Source: an optimization exercise on an open RTL-to-GDS flow (aim: small area, a short achievable clock period and few clock cycles per item). Production flows keep margins and buffers that such runs may drop. In this exercise RTL edits were held to simulation tests only and were not proved equivalent to the original.

## run 1
## valu_seq
module valu_seq
#(
  parameter int vdw_p    = 32,
  parameter int op_len_p = 2,
  parameter int vlen_p   = 16,
  parameter int vregs_p  = 8
) (
  input  logic                         clk_i,
  input  logic                         reset_n_i,
  input  logic                         cmd_v_i,
  output logic                         cmd_ready_o,
  input  logic [op_len_p-1:0]          cmd_op_i,
  input  logic [$clog2(vlen_p+1)-1:0]  cmd_len_i,
  input  logic [$clog2(vregs_p)-1:0]   cmd_vd_i,
  input  logic [$clog2(vregs_p)-1:0]   cmd_vs1_i,
  input  logic [$clog2(vregs_p)-1:0]   cmd_vs2_i,
  output logic                         rd_v_o,
  output logic [$clog2(vregs_p)-1:0]   rd_reg_a_o,
  output logic [$clog2(vregs_p)-1:0]   rd_reg_b_o,
  output logic [$clog2(vlen_p)-1:0]    rd_el_o,
  input  logic [vdw_p-1:0]             rd_a_i,
  input  logic [vdw_p-1:0]             rd_b_i,
  output logic                         wr_v_o,
  output logic [$clog2(vregs_p)-1:0]   wr_reg_o,
  output logic [$clog2(vlen_p)-1:0]    wr_el_o,
  output logic [vdw_p-1:0]             wr_data_o,
  output logic                         done_o,
  output logic                         flag_overflow_o,
  output logic                         flag_zero_o,
  output logic                         flag_negative_o
);
Size: about 210 flip-flops, about 140 I/O pins.
Settings: LEC_CHECK=0, CAP_MARGIN=20, CORE_MARGIN=2, CORE_UTILIZATION=45, CTS_BUF_LIST=sky130_fd_sc_hd__clkbuf_4 sky130_fd_sc_hd__clkbuf_8, SLEW_MARGIN=20; clock period 11.5 ns.
standard.sh (not shown) runs the stock make flow with config.mk's settings and CLKGATE_MAP_FILE= SYNTH_SCRIPT=/design/flow/synth_recipe.tcl, a recipe that flattens the netlist after the stock synthesis.
==> flow/flow/run.sh <==
#!/bin/bash
# The standard layout (standard.sh) with two changes to how it is made:
#  - ORFS's repair_timing is asked for extra setup slack beyond the clock
#    constraint (SETUP_SLACK_MARGIN, ns), so it keeps improving paths that
#    already meet the constraint;
#  - the port buffers that ORFS's buffer_ports puts on every input and
#    output use a plain buffer cell (buf_1) instead of its default choice.
# Constraints, clock period and all steps are the standard flow's.
set -euo pipefail
export SETUP_SLACK_MARGIN=8.0
export BUFFER_PORTS_ARGS="-buffer_cell sky130_fd_sc_hd__buf_1"
bash standard.sh > standard_finish.log 2>&1
Testbench counts of run 1, summed over its fixed seeds: cycles 8,665, items 5,408.
For run 2, these inputs were changed with respect to run 1:
# run 1
export LEC_CHECK = 0
export CAP_MARGIN = 20
export CORE_MARGIN = 2
export CORE_UTILIZATION = 45
export CTS_BUF_LIST = sky130_fd_sc_hd__clkbuf_4 sky130_fd_sc_hd__clkbuf_8
export SLEW_MARGIN = 20
create_clock -name core_clock -period 11.5 [get_ports {clk_i}]
# run 2
export LEC_CHECK = 0
export CAP_MARGIN = 20
export CORE_MARGIN = 2
export CORE_UTILIZATION = 45
export SLEW_MARGIN = 20
export TNS_END_PERCENT = 0
create_clock -name core_clock -period 11.5 [get_ports {clk_i}]
Results
- In summary, run 2 completed successfully, with a layout that passed the timing, DRC and antenna checks.
- As far as final setup violation count goes, run 1 and run 2 are indistinguishable; the numbers are identical.
- Wire length on met1 (run 2 over run 1): decrease, about 1%
- Run 2 vs. run 1: final core utilization went down by 2.9 points.
Inputs modified between run 2 and run 3:
# run 2
export LEC_CHECK = 0
export CAP_MARGIN = 20
export CORE_MARGIN = 2
export CORE_UTILIZATION = 45
export SLEW_MARGIN = 20
export TNS_END_PERCENT = 0
create_clock -name core_clock -period 11.5 [get_ports {clk_i}]
# run 3
export LEC_CHECK = 0
export CAP_MARGIN = 20
export CORE_MARGIN = 2
export CORE_UTILIZATION = 45
export SLEW_MARGIN = 20
export TNS_END_PERCENT = 3
create_clock -name core_clock -period 11.5 [get_ports {clk_i}]
==> run notes <==
Result for run 2 and run 3: all clean. There was hardly any difference in hold-fix buffer count after cts between run 2 and run 3. [compare] base=run 2 new=run 3: per-cell via count in the routed design saw little to no change, count of different cell masters after synthesis roughly the same, maximum frequency did not really move, sequential cell count barely changed, sequential cell area share ~0 delta. Core utilization: run 3 vs run 2 identical. Run 2 -> run 3: routability congestion estimate delta 0, exact match. From run 3 to run 2, simple-gate portion of the synthesized area did not move at all. Maximum single-stage delay on the critical path essentially unchanged between run 2 and run 3.

* * *

valu_seq again, from the RTL that the note above started with.
Design valu_seq, start of the top module:
module valu_seq
#(
  parameter int vdw_p    = 32,
  parameter int op_len_p = 2,
  parameter int vlen_p   = 16,
  parameter int vregs_p  = 8
) (
  input  logic                         clk_i,
  input  logic                         reset_n_i,
  input  logic                         cmd_v_i,
  output logic                         cmd_ready_o,
  input  logic [op_len_p-1:0]          cmd_op_i,
  input  logic [$clog2(vlen_p+1)-1:0]  cmd_len_i,
  input  logic [$clog2(vregs_p)-1:0]   cmd_vd_i,
  input  logic [$clog2(vregs_p)-1:0]   cmd_vs1_i,
  input  logic [$clog2(vregs_p)-1:0]   cmd_vs2_i,
  output logic                         rd_v_o,
  output logic [$clog2(vregs_p)-1:0]   rd_reg_a_o,
  output logic [$clog2(vregs_p)-1:0]   rd_reg_b_o,
  output logic [$clog2(vlen_p)-1:0]    rd_el_o,
  input  logic [vdw_p-1:0]             rd_a_i,
  input  logic [vdw_p-1:0]             rd_b_i,
  output logic                         wr_v_o,
  output logic [$clog2(vregs_p)-1:0]   wr_reg_o,
  output logic [$clog2(vlen_p)-1:0]    wr_el_o,
  output logic [vdw_p-1:0]             wr_data_o,
  output logic                         done_o,
  output logic                         flag_overflow_o,
  output logic                         flag_zero_o,
  output logic                         flag_negative_o
);
clock: 11.5 ns
lec_check: 0
cap_margin: 20
core_margin: 2
core_utilization: 45
slew_margin: 20
tns_end_percent: 10
Scripts as last shown in full above: flow/flow/run.sh
The baseline finished clean.
Testbench counts at the start, summed over its fixed seeds: cycles 8,665, items 5,408.
Change:
==> flow/run.sh (new file) <==
#!/bin/bash
# synth_recipe.tcl (not shown) runs the flow's synth.tcl, then flattens the netlist and writes it again
# the make line also repeats each setting of config.mk as NAME=value (left out here)
make -C /OpenROAD-flow-scripts/flow DESIGN_CONFIG=/design/flow/config.mk WORK_HOME=/design/flow/orfs CLKGATE_MAP_FILE= SYNTH_SCRIPT=/design/flow/synth_recipe.tcl finish
SETUP_SLACK_MARGIN = 5   (was unset)
TNS_END_PERCENT = 3   (was 10)
removed: flow/flow/run.sh
removed: flow/standard.sh
Outcome: The changed run produced a clean layout; final area grows slightly; routed wire length shrinks by a few percent; synthesized area does not change; global-route usage shrinks by 0.47 points; die area does not change; core utilization grows by 0.36 points; worst setup slack degrades by 0.55 ns; sequential share of layout area shrinks by 0.49 points.
Change:
==> flow/flow/run.sh (new file) <==
#!/bin/bash
# The standard layout (standard.sh) with two changes to how it is made:
#  - ORFS's repair_timing is asked for extra setup slack beyond the clock
#    constraint (SETUP_SLACK_MARGIN, ns), so it keeps improving paths that
#    already meet the constraint;
#  - the port buffers that ORFS's buffer_ports puts on every input and
#    output use a plain buffer cell (buf_1) instead of its default choice.
# Constraints, clock period and all steps are the standard flow's.
set -euo pipefail
export SETUP_SLACK_MARGIN=9.0
export BUFFER_PORTS_ARGS="-buffer_cell sky130_fd_sc_hd__buf_1"
bash standard.sh > standard_finish.log 2>&1
==> flow/standard.sh (new file) <==
#!/bin/bash
# synth_recipe.tcl (not shown) runs the flow's synth.tcl, then flattens the netlist and writes it again
# the make line also repeats each setting of config.mk as NAME=value (left out here)
make -C /OpenROAD-flow-scripts/flow DESIGN_CONFIG=/design/flow/config.mk WORK_HOME=/design/flow/orfs CLKGATE_MAP_FILE= SYNTH_SCRIPT=/design/flow/synth_recipe.tcl "${@:-finish}"
SETUP_SLACK_MARGIN = unset   (was 5)
removed: flow/run.sh
Effect:
- The changed run went through all stages and came out clean
- via count climbs by a few percent
- worst setup slack gains 0.58 ns
Change:
--- a/flow/flow/run.sh
+++ b/flow/flow/run.sh
@@ -6,7 +6,7 @@
 #  - the port buffers that ORFS's buffer_ports puts on every input and
-#    output use a plain buffer cell (buf_1) instead of its default choice.
+#    output use a plain buffer cell (buf_2) instead of its default choice.
 # Constraints, clock period and all steps are the standard flow's.
 set -euo pipefail
-export SETUP_SLACK_MARGIN=9.0
-export BUFFER_PORTS_ARGS="-buffer_cell sky130_fd_sc_hd__buf_1"
+export SETUP_SLACK_MARGIN=8.0
+export BUFFER_PORTS_ARGS="-buffer_cell sky130_fd_sc_hd__buf_2"
 bash standard.sh > standard_finish.log 2>&1
TNS_END_PERCENT = unset   (was 3)
Maximum frequency shrinks by 0.58%.
Setup slack is worse by 0.021 ns.
Non-clock buffer count grows by 22.
Count of clock-buffer cells in the layout grows by 2.
Global-route usage grows by 0.42 points.
Cell area grows by 4.6%.
Routed wire length grows by 4.1%.
Synthesized cell count stays the same.
Change:
--- a/flow/flow/run.sh
+++ b/flow/flow/run.sh
@@ -6,7 +6,7 @@
 #  - the port buffers that ORFS's buffer_ports puts on every input and
-#    output use a plain buffer cell (buf_2) instead of its default choice.
+#    output use a plain buffer cell (buf_1) instead of its default choice.
 # Constraints, clock period and all steps are the standard flow's.
 set -euo pipefail
-export SETUP_SLACK_MARGIN=8.0
-export BUFFER_PORTS_ARGS="-buffer_cell sky130_fd_sc_hd__buf_2"
+export SETUP_SLACK_MARGIN=8.5
+export BUFFER_PORTS_ARGS="-buffer_cell sky130_fd_sc_hd__buf_1"
 bash standard.sh > standard_finish.log 2>&1
Result: Utilization increases by 5.4 points; flip-flop and latch count stays the same; area after synthesis does not change; count of clock-buffer cells in the layout decreases by 1; via count goes up by about 4%; setup slack degrades by 0.010 ns; final area climbs by 9.9%; die area stays the same; first-iteration DRC count grows by about 6%.

[static timing again, ports no longer ideal]
The results above use ideal ports. As a check the final layouts listed here were re-extracted and re-timed, cells and wires unchanged.
Step 1 (the two cells are an assumption about what drives the block):
set clk [get_ports {clk_i}]
set_driving_cell -lib_cell sky130_fd_sc_hd__clkbuf_16 $clk
set_driving_cell -lib_cell sky130_fd_sc_hd__buf_2 [delete_from_list [all_inputs] $clk]
Step 2, shift: input delay + t, output delay - t, t = (earliest + latest rising clock arrival at the registers) / 2. This alone moves slack from input paths to output paths.
Slacks: no drivers / after step 1 / after step 2; pairs: no drivers / after step 1.
run | t (ns) | setup WS [ns] | worst slew at a driven data input, ns
run 1 | 0.605 | 7.704 / 7.704 / 7.625 | 0.04
run 2 | 0.570 | 7.734 / 7.734 / 7.538 | 0.04
run 3 | 0.570 | 7.734 / 7.734 / 7.538 | 0.04
the first run of note 2 | 0.573 | 7.763 / 7.763 / 7.537 | 0.04
the second run of note 2 | 0.565 | 7.212 / 7.212 / 6.921 | 0.07
the third run of note 2 | 0.580 | 7.794 / 7.794 / 7.507 | 0.04
the fourth run of note 2 | 0.573 | 7.772 / 7.772 / 7.734 | 0.04
the fifth run of note 2 | 0.591 | 7.762 / 7.762 / 7.762 | 0.06
After both steps every run listed still meets setup and hold. For the second run of note 2, which loses most, drivers alone change the setup slack by 0.000 ns; drivers and shift together by -0.291 ns.
